This is an optimization exercise on Yosys and OpenROAD, whose aim is a short achievable clock period and few clock cycles per item, not a production implementation. The RTL was checked by simulation tests, not by an equivalence proof against the original design. Power figures rest on the tool's default switching activity, not on a simulated workload.

==> inputs of run Z <==
## mrv1_top
module mrv1_top (
    input  logic        clk_i,
    input  logic        rst_down_w,
    input  logic        fetch_en_i,
    input  logic        insn_vld_i,
    input  logic [1:0]  insn_twid_i,
    input  logic [2:0]  insn_op_i,
    input  logic [4:0]  insn_rd_i,
    input  logic [4:0]  insn_rs0_i,
    input  logic [4:0]  insn_rs1_i,
    input  logic [15:0] insn_imm_i,
    output logic        insn_rdy_o,
    output logic        retire_vld_o,
    output logic [1:0]  retire_twid_o,
    output logic [4:0]  retire_rd_o,
    output logic [2:0]  retire_itag_o,
    output logic [31:0] retire_data_o,
    output logic [15:0] retire_cnt_o
);
export LEC_CHECK = 0
export CAP_MARGIN = 20
export CORE_MARGIN = 2
export CORE_UTILIZATION = 30
export PLACE_DENSITY = 0.5
export SETUP_SLACK_MARGIN = 3.6
export SLEW_MARGIN = 20
create_clock -name core_clock -period 6.5 [get_ports {clk_i}]
run.sh (not shown) runs the stock make flow with config.mk's settings and CLKGATE_MAP_FILE= SYNTH_SCRIPT=/design/flow/synth_recipe.tcl, a recipe that flattens the netlist after the stock synthesis.
==> inputs of run E, as changes to run Z <==
--- a/flow/design.v
+++ b/flow/design.v
@@ -99,20 +99,24 @@
     output logic                d_vld_o,
     output mrv1_pkg::twid_t     d_twid_o,
     output logic [7:0]          d_op_o,       
     output mrv1_pkg::rf_addr_t  d_rd_o,
     output mrv1_pkg::data_t     d_imm_o,
     output mrv1_pkg::itag_t     d_itag_o,
-    output logic [2:0]          d_fwd0_o,     
-    output logic [2:0]          d_fwd1_o      
+    output logic                d_fe0_o,      
+    output logic                d_fe1_o,      
+    output logic [9:0]          d_src0_o,     
+    output logic [10:0]         d_src1_o      
 );
     logic               d_vld_q;
     mrv1_pkg::twid_t    d_twid_q;
     mrv1_pkg::rf_addr_t d_rd_q;
     logic               src_vld;
     logic [7:0]         op_oh;
+    logic               fr0, fw0, fr1, fw1;
+    logic [7:0]         grp0, grp1;
     function automatic logic src_match(input logic vld, input mrv1_pkg::twid_t twid,
                                        input mrv1_pkg::rf_addr_t rd,
                                        input mrv1_pkg::twid_t in_twid,
                                        input mrv1_pkg::rf_addr_t rs);
         src_match = vld && (twid == in_twid) && (rd != '0) && (rd == rs);
     endfunction
@@ -120,43 +124,50 @@
     assign accept_o   = insn_vld_i && fetch_en_i && !rst_down_w;
     assign src_vld = (insn_i.op != mrv1_pkg::LDI);
     always_comb begin
         op_oh = '0;
         op_oh[insn_i.op] = 1'b1;
     end
+    always_comb begin
+        grp0 = '0;
+        grp1 = '0;
+        grp0[{insn_i.twid, insn_i.rs0[4]}] = 1'b1;
+        grp1[{insn_i.twid, insn_i.rs1[4]}] = 1'b1;
+    end
+    assign fr0 = src_vld && src_match(e_vld_i, e_twid_i, e_rd_i, insn_i.twid, insn_i.rs0);
+    assign fw0 = src_vld && src_match(r_vld_i, r_twid_i, r_rd_i, insn_i.twid, insn_i.rs0);
+    assign fr1 = src_vld && src_match(e_vld_i, e_twid_i, e_rd_i, insn_i.twid, insn_i.rs1);
+    assign fw1 = src_vld && src_match(r_vld_i, r_twid_i, r_rd_i, insn_i.twid, insn_i.rs1);
     always_ff @(posedge clk_i) begin
         d_vld_q <= accept_o;
     end
     always_ff @(posedge clk_i) begin
         d_twid_q    <= insn_i.twid;
         d_op_o      <= op_oh;
         d_rd_q      <= insn_i.rd;
         d_imm_o     <= {{(mrv1_pkg::DATA_W-mrv1_pkg::IMM_W){insn_i.imm[mrv1_pkg::IMM_W-1]}}, insn_i.imm};
         d_itag_o    <= itag_i;
-        d_fwd0_o[0] <= src_vld && src_match(d_vld_q, d_twid_q, d_rd_q, insn_i.twid, insn_i.rs0);
-        d_fwd0_o[1] <= src_vld && src_match(e_vld_i, e_twid_i, e_rd_i, insn_i.twid, insn_i.rs0);
-        d_fwd0_o[2] <= src_vld && src_match(r_vld_i, r_twid_i, r_rd_i, insn_i.twid, insn_i.rs0);
-        d_fwd1_o[0] <= src_vld && src_match(d_vld_q, d_twid_q, d_rd_q, insn_i.twid, insn_i.rs1);
-        d_fwd1_o[1] <= src_vld && src_match(e_vld_i, e_twid_i, e_rd_i, insn_i.twid, insn_i.rs1);
-        d_fwd1_o[2] <= src_vld && src_match(r_vld_i, r_twid_i, r_rd_i, insn_i.twid, insn_i.rs1);
+        d_fe0_o     <= src_vld && src_match(d_vld_q, d_twid_q, d_rd_q, insn_i.twid, insn_i.rs0);
+        d_fe1_o     <= src_vld && src_match(d_vld_q, d_twid_q, d_rd_q, insn_i.twid, insn_i.rs1);
+        d_src0_o    <= {fw0 && !fr0, fr0, (src_vld && !fr0 && !fw0) ? grp0 : 8'd0};
+        d_src1_o    <= {!src_vld, fw1 && !fr1, fr1, (src_vld && !fr1 && !fw1) ? grp1 : 8'd0};
     end
     assign d_vld_o  = d_vld_q;
     assign d_twid_o = d_twid_q;
     assign d_rd_o   = d_rd_q;
 endmodule
 `timescale 1ns/1ps
 module mrv1_rf (
     input  logic               clk_i,
     input  logic               rst_down_w,
-    input  mrv1_pkg::twid_t    rd_twid_i,
     input  mrv1_pkg::rf_addr_t rs0_addr_i,
     input  mrv1_pkg::rf_addr_t rs1_addr_i,
     input  logic [mrv1_pkg::NUM_TW*(2**mrv1_pkg::RF_ADDR_W)-1:0] w_en_i,   
     input  mrv1_pkg::data_t    w_data_i,
-    output mrv1_pkg::data_t    rs0_data_o,
-    output mrv1_pkg::data_t    rs1_data_o
+    output logic [8*mrv1_pkg::DATA_W-1:0] grp0_o,   
+    output logic [8*mrv1_pkg::DATA_W-1:0] grp1_o
 );
     localparam int NUM_REGS = 2 ** mrv1_pkg::RF_ADDR_W;
     localparam int NUM_ENT  = mrv1_pkg::NUM_TW * NUM_REGS;
     localparam int GRP_SZ   = 16;
     localparam int NUM_GRP  = NUM_ENT / GRP_SZ;
     mrv1_pkg::data_t regs_q [NUM_ENT];
@@ -168,13 +179,12 @@
                 regs_q[e] <= w_data;
             end
         end
     end
     mrv1_pkg::data_t  grp0_q [NUM_GRP];
     mrv1_pkg::data_t  grp1_q [NUM_GRP];
-    logic [2:0]         sel0_q, sel1_q;
     for (genvar g = 0; g < NUM_GRP; g++) begin : g_grp
         logic [GRP_SZ*mrv1_pkg::DATA_W-1:0] ent;
         mrv1_pkg::data_t rd0, rd1;
         for (genvar i = 0; i < GRP_SZ; i++) begin : g_e
             assign ent[i*mrv1_pkg::DATA_W +: mrv1_pkg::DATA_W] = regs_q[g*GRP_SZ + i];
         end
@@ -182,23 +192,16 @@
         mrv1_rf_mux #(.SEL_W(4)) mux1 (.ent_i(ent), .sel_i(rs1_addr_i[3:0]), .data_o(rd1));
         always_ff @(posedge clk_i) begin
             grp0_q[g] <= rd0;
             grp1_q[g] <= rd1;
         end
     end
-    always_ff @(posedge clk_i) begin
-        sel0_q <= {rd_twid_i, rs0_addr_i[4]};
-        sel1_q <= {rd_twid_i, rs1_addr_i[4]};
-    end
-    logic [NUM_GRP*mrv1_pkg::DATA_W-1:0] grp0_w, grp1_w;
-    for (genvar g = 0; g < NUM_GRP; g++) begin : g_gsel
-        assign grp0_w[g*mrv1_pkg::DATA_W +: mrv1_pkg::DATA_W] = grp0_q[g];
-        assign grp1_w[g*mrv1_pkg::DATA_W +: mrv1_pkg::DATA_W] = grp1_q[g];
+    for (genvar g = 0; g < NUM_GRP; g++) begin : g_out
+        assign grp0_o[g*mrv1_pkg::DATA_W +: mrv1_pkg::DATA_W] = grp0_q[g];
+        assign grp1_o[g*mrv1_pkg::DATA_W +: mrv1_pkg::DATA_W] = grp1_q[g];
     end
-    mrv1_rf_mux #(.SEL_W(3)) gmux0 (.ent_i(grp0_w), .sel_i(sel0_q), .data_o(rs0_data_o));
-    mrv1_rf_mux #(.SEL_W(3)) gmux1 (.ent_i(grp1_w), .sel_i(sel1_q), .data_o(rs1_data_o));
 endmodule
 module mrv1_rf_mux #(
     parameter int SEL_W = 4
 ) (
     input  logic [(2**SEL_W)*mrv1_pkg::DATA_W-1:0] ent_i,
     input  logic [SEL_W-1:0]                        sel_i,
@@ -225,16 +228,18 @@
     input  logic                d_vld_i,
     input  mrv1_pkg::twid_t     d_twid_i,
     input  logic [7:0]          d_op_i,
     input  mrv1_pkg::rf_addr_t  d_rd_i,
     input  mrv1_pkg::data_t     d_imm_i,
     input  mrv1_pkg::itag_t     d_itag_i,
-    input  logic [2:0]          d_fwd0_i,
-    input  logic [2:0]          d_fwd1_i,
-    input  mrv1_pkg::data_t     rf_rs0_data_i,
-    input  mrv1_pkg::data_t     rf_rs1_data_i,
+    input  logic                d_fe0_i,
+    input  logic                d_fe1_i,
+    input  logic [9:0]          d_src0_i,
+    input  logic [10:0]         d_src1_i,
+    input  logic [8*mrv1_pkg::DATA_W-1:0] rf_grp0_i,
+    input  logic [8*mrv1_pkg::DATA_W-1:0] rf_grp1_i,
     input  mrv1_pkg::data_t     ret_data_i,
     input  mrv1_pkg::data_t     wb_data_i,
     output mrv1_pkg::retire_t   alu_stage_o
 );
     localparam int W = mrv1_pkg::DATA_W;
     logic               e_vld_q;
@@ -247,24 +252,29 @@
     logic [2:0]         lg_op_q;
     mrv1_pkg::data_t    sl_a_q, sr_a_q;      
     logic [4:0]         sl_sh_q, sr_sh_q;
     mrv1_pkg::data_t    a_old, b_old;
     mrv1_pkg::data_t    result;
     logic u_add, u_sub, u_ldi, u_lg, u_sl, u_sr, fe0, fe1;
-    assign a_old = d_fwd0_i[1] ? ret_data_i :
-                   d_fwd0_i[2] ? wb_data_i  : rf_rs0_data_i;
-    assign b_old = d_fwd1_i[1] ? ret_data_i :
-                   d_fwd1_i[2] ? wb_data_i  : rf_rs1_data_i;
+    always_comb begin
+        a_old = ({W{d_src0_i[8]}} & ret_data_i) | ({W{d_src0_i[9]}} & wb_data_i);
+        b_old = ({W{d_src1_i[8]}} & ret_data_i) | ({W{d_src1_i[9]}} & wb_data_i)
+              | ({W{d_src1_i[10]}} & d_imm_i);
+        for (int g = 0; g < 8; g++) begin
+            a_old = a_old | ({W{d_src0_i[g]}} & rf_grp0_i[g*W +: W]);
+            b_old = b_old | ({W{d_src1_i[g]}} & rf_grp1_i[g*W +: W]);
+        end
+    end
     assign u_add = d_op_i[mrv1_pkg::ADD];
     assign u_sub = d_op_i[mrv1_pkg::SUB];
     assign u_ldi = d_op_i[mrv1_pkg::LDI];
     assign u_lg  = d_op_i[mrv1_pkg::AND] | d_op_i[mrv1_pkg::OR] | d_op_i[mrv1_pkg::XOR];
     assign u_sl  = d_op_i[mrv1_pkg::SLL];
     assign u_sr  = d_op_i[mrv1_pkg::SRL];
-    assign fe0   = d_fwd0_i[0];
-    assign fe1   = d_fwd1_i[0];
+    assign fe0   = d_fe0_i;
+    assign fe1   = d_fe1_i;
     always_ff @(posedge clk_i) begin
         if (rst_down_w) begin
             e_vld_q <= 1'b0;
         end else begin
             e_vld_q <= d_vld_i;
         end
@@ -276,13 +286,13 @@
         ar_a_q  <= (fe0 && (u_add || u_sub)) ? result :
                    (u_add || u_sub)          ? a_old  : '0;
         ar_b_q  <= (fe1 && u_add) ? result  :
                    (fe1 && u_sub) ? ~result :
                    u_add          ? b_old   :
                    u_sub          ? ~b_old  :
-                   u_ldi          ? d_imm_i : '0;
+                   u_ldi          ? b_old   : '0;
         ar_ci_q <= u_sub;
         lg_a_q  <= (fe0 && u_lg) ? result : u_lg ? a_old : '0;
         lg_b_q  <= (fe1 && u_lg) ? result : u_lg ? b_old : '0;
         lg_op_q <= {d_op_i[mrv1_pkg::XOR], d_op_i[mrv1_pkg::OR], d_op_i[mrv1_pkg::AND]};
         sl_a_q  <= (fe0 && u_sl) ? result : u_sl ? a_old : '0;
         sl_sh_q <= (fe1 && u_sl) ? result[4:0] : u_sl ? b_old[4:0] : '0;
@@ -357,15 +367,17 @@
     logic               d_vld_w;
     mrv1_pkg::twid_t    d_twid_w;
     logic [7:0]         d_op_w;
     mrv1_pkg::rf_addr_t d_rd_w;
     mrv1_pkg::data_t    d_imm_w;
     mrv1_pkg::itag_t    d_itag_w;
-    logic [2:0]         d_fwd0_w, d_fwd1_w;
-    mrv1_pkg::data_t    rf_rs0_data_w;
-    mrv1_pkg::data_t    rf_rs1_data_w;
+    logic               d_fe0_w, d_fe1_w;
+    logic [9:0]         d_src0_w;
+    logic [10:0]        d_src1_w;
+    logic [8*mrv1_pkg::DATA_W-1:0] rf_grp0_w;
+    logic [8*mrv1_pkg::DATA_W-1:0] rf_grp1_w;
     mrv1_pkg::retire_t  alu_stage_w;
     logic [mrv1_pkg::NUM_TW*(2**mrv1_pkg::RF_ADDR_W)-1:0] rf_w_en_w;
     mrv1_pkg::data_t    rf_w_data_w;
     mrv1_pkg::data_t    wb_data_w;
     mrv1_issue_ctrl issue0 (
         .clk_i      (clk_i),
@@ -385,47 +397,50 @@
         .d_vld_o    (d_vld_w),
         .d_twid_o   (d_twid_w),
         .d_op_o     (d_op_w),
         .d_rd_o     (d_rd_w),
         .d_imm_o    (d_imm_w),
         .d_itag_o   (d_itag_w),
-        .d_fwd0_o   (d_fwd0_w),
-        .d_fwd1_o   (d_fwd1_w)
+        .d_fe0_o    (d_fe0_w),
+        .d_fe1_o    (d_fe1_w),
+        .d_src0_o   (d_src0_w),
+        .d_src1_o   (d_src1_w)
     );
     mrv1_tag_counter tag0 (
         .clk_i        (clk_i),
         .rst_down_w   (rst_down_w),
         .issue_i      (accept_w),
         .retire_i     (retire_o.vld),
         .itag_o       (itag_w),
         .retire_cnt_o (retire_cnt_o)
     );
     mrv1_rf rf0 (
         .clk_i      (clk_i),
         .rst_down_w (rst_down_w),
-        .rd_twid_i  (insn_i.twid),
         .rs0_addr_i (insn_i.rs0),
         .rs1_addr_i (insn_i.rs1),
         .w_en_i     (rf_w_en_w),
         .w_data_i   (rf_w_data_w),
-        .rs0_data_o (rf_rs0_data_w),
-        .rs1_data_o (rf_rs1_data_w)
+        .grp0_o     (rf_grp0_w),
+        .grp1_o     (rf_grp1_w)
     );
     mrv1_alu alu0 (
         .clk_i         (clk_i),
         .rst_down_w    (rst_down_w),
         .d_vld_i       (d_vld_w),
         .d_twid_i      (d_twid_w),
         .d_op_i        (d_op_w),
         .d_rd_i        (d_rd_w),
         .d_imm_i       (d_imm_w),
         .d_itag_i      (d_itag_w),
-        .d_fwd0_i      (d_fwd0_w),
-        .d_fwd1_i      (d_fwd1_w),
-        .rf_rs0_data_i (rf_rs0_data_w),
-        .rf_rs1_data_i (rf_rs1_data_w),
+        .d_fe0_i       (d_fe0_w),
+        .d_fe1_i       (d_fe1_w),
+        .d_src0_i      (d_src0_w),
+        .d_src1_i      (d_src1_w),
+        .rf_grp0_i     (rf_grp0_w),
+        .rf_grp1_i     (rf_grp1_w),
         .ret_data_i    (retire_o.data),
         .wb_data_i     (wb_data_w),
         .alu_stage_o   (alu_stage_w)
     );
     mrv1_retire ret0 (
         .clk_i       (clk_i),
==> inputs of run A, as changes to run Z <==
--- a/flow/design.v
+++ b/flow/design.v
@@ -143,13 +143,13 @@
     assign d_twid_o = d_twid_q;
     assign d_rd_o   = d_rd_q;
 endmodule
 `timescale 1ns/1ps
 module mrv1_rf (
     input  logic               clk_i,
-    input  logic               rst_down_w,
+    input  logic               clr_i,       
     input  mrv1_pkg::twid_t    rd_twid_i,
     input  mrv1_pkg::rf_addr_t rs0_addr_i,
     input  mrv1_pkg::rf_addr_t rs1_addr_i,
     input  logic [mrv1_pkg::NUM_TW*(2**mrv1_pkg::RF_ADDR_W)-1:0] w_en_i,   
     input  mrv1_pkg::data_t    w_data_i,
     output mrv1_pkg::data_t    rs0_data_o,
@@ -158,16 +158,16 @@
     localparam int NUM_REGS = 2 ** mrv1_pkg::RF_ADDR_W;
     localparam int NUM_ENT  = mrv1_pkg::NUM_TW * NUM_REGS;
     localparam int GRP_SZ   = 16;
     localparam int NUM_GRP  = NUM_ENT / GRP_SZ;
     mrv1_pkg::data_t regs_q [NUM_ENT];
     mrv1_pkg::data_t w_data;
-    assign w_data = w_data_i & {mrv1_pkg::DATA_W{!rst_down_w}};
+    assign w_data = w_data_i & {mrv1_pkg::DATA_W{!clr_i}};
     always_ff @(posedge clk_i) begin
         for (int e = 0; e < NUM_ENT; e++) begin
-            if (w_en_i[e] || rst_down_w) begin
+            if (w_en_i[e] || clr_i) begin
                 regs_q[e] <= w_data;
             end
         end
     end
     mrv1_pkg::data_t  grp0_q [NUM_GRP];
     mrv1_pkg::data_t  grp1_q [NUM_GRP];
@@ -227,12 +227,13 @@
     input  logic [7:0]          d_op_i,
     input  mrv1_pkg::rf_addr_t  d_rd_i,
     input  mrv1_pkg::data_t     d_imm_i,
     input  mrv1_pkg::itag_t     d_itag_i,
     input  logic [2:0]          d_fwd0_i,
     input  logic [2:0]          d_fwd1_i,
+    input  logic                d_stale_i,    
     input  mrv1_pkg::data_t     rf_rs0_data_i,
     input  mrv1_pkg::data_t     rf_rs1_data_i,
     input  mrv1_pkg::data_t     ret_data_i,
     input  mrv1_pkg::data_t     wb_data_i,
     output mrv1_pkg::retire_t   alu_stage_o
 );
@@ -246,51 +247,53 @@
     mrv1_pkg::data_t    lg_a_q, lg_b_q;      
     logic [2:0]         lg_op_q;
     mrv1_pkg::data_t    sl_a_q, sr_a_q;      
     logic [4:0]         sl_sh_q, sr_sh_q;
     mrv1_pkg::data_t    a_old, b_old;
     mrv1_pkg::data_t    result;
-    logic u_add, u_sub, u_ldi, u_lg, u_sl, u_sr, fe0, fe1;
+    logic u_add, u_sub, u_ldi, u_lg, u_sl, u_sr, fe0, fe1, ok;
     assign a_old = d_fwd0_i[1] ? ret_data_i :
                    d_fwd0_i[2] ? wb_data_i  : rf_rs0_data_i;
     assign b_old = d_fwd1_i[1] ? ret_data_i :
                    d_fwd1_i[2] ? wb_data_i  : rf_rs1_data_i;
     assign u_add = d_op_i[mrv1_pkg::ADD];
     assign u_sub = d_op_i[mrv1_pkg::SUB];
     assign u_ldi = d_op_i[mrv1_pkg::LDI];
     assign u_lg  = d_op_i[mrv1_pkg::AND] | d_op_i[mrv1_pkg::OR] | d_op_i[mrv1_pkg::XOR];
     assign u_sl  = d_op_i[mrv1_pkg::SLL];
     assign u_sr  = d_op_i[mrv1_pkg::SRL];
     assign fe0   = d_fwd0_i[0];
     assign fe1   = d_fwd1_i[0];
+    assign ok    = !d_stale_i;
     always_ff @(posedge clk_i) begin
         if (rst_down_w) begin
             e_vld_q <= 1'b0;
         end else begin
             e_vld_q <= d_vld_i;
         end
     end
     always_ff @(posedge clk_i) begin
         e_twid_q <= d_twid_i;
         e_rd_q   <= d_rd_i;
         e_itag_q <= d_itag_i;
-        ar_a_q  <= (fe0 && (u_add || u_sub)) ? result :
-                   (u_add || u_sub)          ? a_old  : '0;
-        ar_b_q  <= (fe1 && u_add) ? result  :
-                   (fe1 && u_sub) ? ~result :
-                   u_add          ? b_old   :
-                   u_sub          ? ~b_old  :
-                   u_ldi          ? d_imm_i : '0;
+        ar_a_q  <= (fe0 && (u_add || u_sub))    ? result :
+                   ((u_add || u_sub) && ok)     ? a_old  : '0;
+        ar_b_q  <= (fe1 && u_add)  ? result  :
+                   (fe1 && u_sub)  ? ~result :
+                   (u_add && ok)   ? b_old   :
+                   (u_sub && ok)   ? ~b_old  :
+                   u_sub           ? '1      :
+                   u_ldi           ? d_imm_i : '0;
         ar_ci_q <= u_sub;
-        lg_a_q  <= (fe0 && u_lg) ? result : u_lg ? a_old : '0;
-        lg_b_q  <= (fe1 && u_lg) ? result : u_lg ? b_old : '0;
+        lg_a_q  <= (fe0 && u_lg) ? result : (u_lg && ok) ? a_old : '0;
+        lg_b_q  <= (fe1 && u_lg) ? result : (u_lg && ok) ? b_old : '0;
         lg_op_q <= {d_op_i[mrv1_pkg::XOR], d_op_i[mrv1_pkg::OR], d_op_i[mrv1_pkg::AND]};
-        sl_a_q  <= (fe0 && u_sl) ? result : u_sl ? a_old : '0;
-        sl_sh_q <= (fe1 && u_sl) ? result[4:0] : u_sl ? b_old[4:0] : '0;
-        sr_a_q  <= (fe0 && u_sr) ? result : u_sr ? a_old : '0;
-        sr_sh_q <= (fe1 && u_sr) ? result[4:0] : u_sr ? b_old[4:0] : '0;
+        sl_a_q  <= (fe0 && u_sl) ? result : (u_sl && ok) ? a_old : '0;
+        sl_sh_q <= (fe1 && u_sl) ? result[4:0] : (u_sl && ok) ? b_old[4:0] : '0;
+        sr_a_q  <= (fe0 && u_sr) ? result : (u_sr && ok) ? a_old : '0;
+        sr_sh_q <= (fe1 && u_sr) ? result[4:0] : (u_sr && ok) ? b_old[4:0] : '0;
     end
     logic [W:0]      ar_sum;
     mrv1_pkg::data_t lg_res;
     assign ar_sum = {ar_a_q, ar_ci_q} + {ar_b_q, ar_ci_q};
     assign lg_res = ({W{lg_op_q[0]}} & (lg_a_q & lg_b_q))
                   | ({W{lg_op_q[1]}} & (lg_a_q | lg_b_q))
@@ -364,12 +367,18 @@
     mrv1_pkg::data_t    rf_rs0_data_w;
     mrv1_pkg::data_t    rf_rs1_data_w;
     mrv1_pkg::retire_t  alu_stage_w;
     logic [mrv1_pkg::NUM_TW*(2**mrv1_pkg::RF_ADDR_W)-1:0] rf_w_en_w;
     mrv1_pkg::data_t    rf_w_data_w;
     mrv1_pkg::data_t    wb_data_w;
+    logic               rf_clr_q;
+    logic               d_stale_q;
+    always_ff @(posedge clk_i) begin
+        rf_clr_q  <= rst_down_w;
+        d_stale_q <= rf_clr_q;
+    end
     mrv1_issue_ctrl issue0 (
         .clk_i      (clk_i),
         .rst_down_w (rst_down_w),
         .fetch_en_i (fetch_en_i),
         .insn_vld_i (insn_vld_i),
         .insn_i     (insn_i),
@@ -398,13 +407,13 @@
         .retire_i     (retire_o.vld),
         .itag_o       (itag_w),
         .retire_cnt_o (retire_cnt_o)
     );
     mrv1_rf rf0 (
         .clk_i      (clk_i),
-        .rst_down_w (rst_down_w),
+        .clr_i      (rf_clr_q),
         .rd_twid_i  (insn_i.twid),
         .rs0_addr_i (insn_i.rs0),
         .rs1_addr_i (insn_i.rs1),
         .w_en_i     (rf_w_en_w),
         .w_data_i   (rf_w_data_w),
         .rs0_data_o (rf_rs0_data_w),
@@ -418,12 +427,13 @@
         .d_op_i        (d_op_w),
         .d_rd_i        (d_rd_w),
         .d_imm_i       (d_imm_w),
         .d_itag_i      (d_itag_w),
         .d_fwd0_i      (d_fwd0_w),
         .d_fwd1_i      (d_fwd1_w),
+        .d_stale_i     (d_stale_q),
         .rf_rs0_data_i (rf_rs0_data_w),
         .rf_rs1_data_i (rf_rs1_data_w),
         .ret_data_i    (retire_o.data),
         .wb_data_i     (wb_data_w),
         .alu_stage_o   (alu_stage_w)
     );
==> comparison table <==
quantity	run Z	run E	run A
Outcome	timing/DRC/antenna clean	timing/DRC/antenna clean	timing/DRC/antenna clean
Worst slew margin relative to its limit	18.6%	3.20%	17.6%
Post-layout nets	11589	11611	11600
Met1 GRT Util	27.8%	28.2%	28.5%
Reg2Reg Setup Slack	3490 ps	3490 ps	3370 ps
Clock-cell share	6.94%	7.34%	7.07%
Overall global routing resource usage	20.6%	21.5%	20.6%
XOR/XNOR Fraction of Synth Area	0.273%	0.330%	0.305%
Post-CTS setup buffer count	131	110	135
Clock buffer cells	740	773	756
Final instance count without filler cells	21764	21845	21768
Dpl cell area	236000 um2	235000 um2	236000 um2
Total of warnings raised by yosys	9	9	10
Initial DRT Pass Iterations	6	9	6
Cell type of the slowest stage on the worst timing path	sky130_fd_sc_hd__or2_2	sky130_fd_sc_hd__nor2b_4	sky130_fd_sc_hd__a311o_2
Combinational cell fraction of total power	15.3%	13.1%	13.8%
Buffers outside the clock class	735	667	708
Combinational cell power	13700 uW	11400 uW	12000 uW
Overall power consumption	89500 uW	87500 uW	86800 uW
Area added between synthesis and finish	16.9%	16.9%	16.9%
Met2 GRT Util	33.1%	33.3%	32.6%
Clock slew at reported path FFs	60 ps	60 ps	70 ps
Testbench counts of run Z, summed over its fixed seeds: cycles 24,016, items 24,000.
Testbench counts of run E, summed over its fixed seeds: cycles 24,016, items 24,000.
Testbench counts of run A, summed over its fixed seeds: cycles 24,016, items 24,000.

## separate check: timing with driven ports
In the flow no input, the clock included, has a driving cell. The finished layouts below were timed again as built, in two steps.
Step 1: set_driving_cell puts a clkbuf_16 on clk_i and a buf_2 on each other input, an assumption about the parent block.
Step 2 times the ports against the registers' clock, not the clock port: input delays grow and output delays shrink by t, the midpoint of the rising clock arrivals with the driver on.
Three values: ideal ports, drivers, drivers and shift; two values: the first two.
run | shift t [ns] | setup slack, ns | worst setup path at the end | cell pins on the clock port's net
run Z | 1.246 | 3.451 / 3.394 / 2.176 | input to register | 1
run E | 1.242 | 3.254 / 3.281 / 2.116 | input to register | 1
run A | 1.236 | 3.369 / 3.369 / 2.306 | input to register | 1
After both steps setup and hold are still met in every run listed. The setup slack of run Z, which loses most, moves by -0.057 ns with the drivers and by -1.275 ns with both steps.
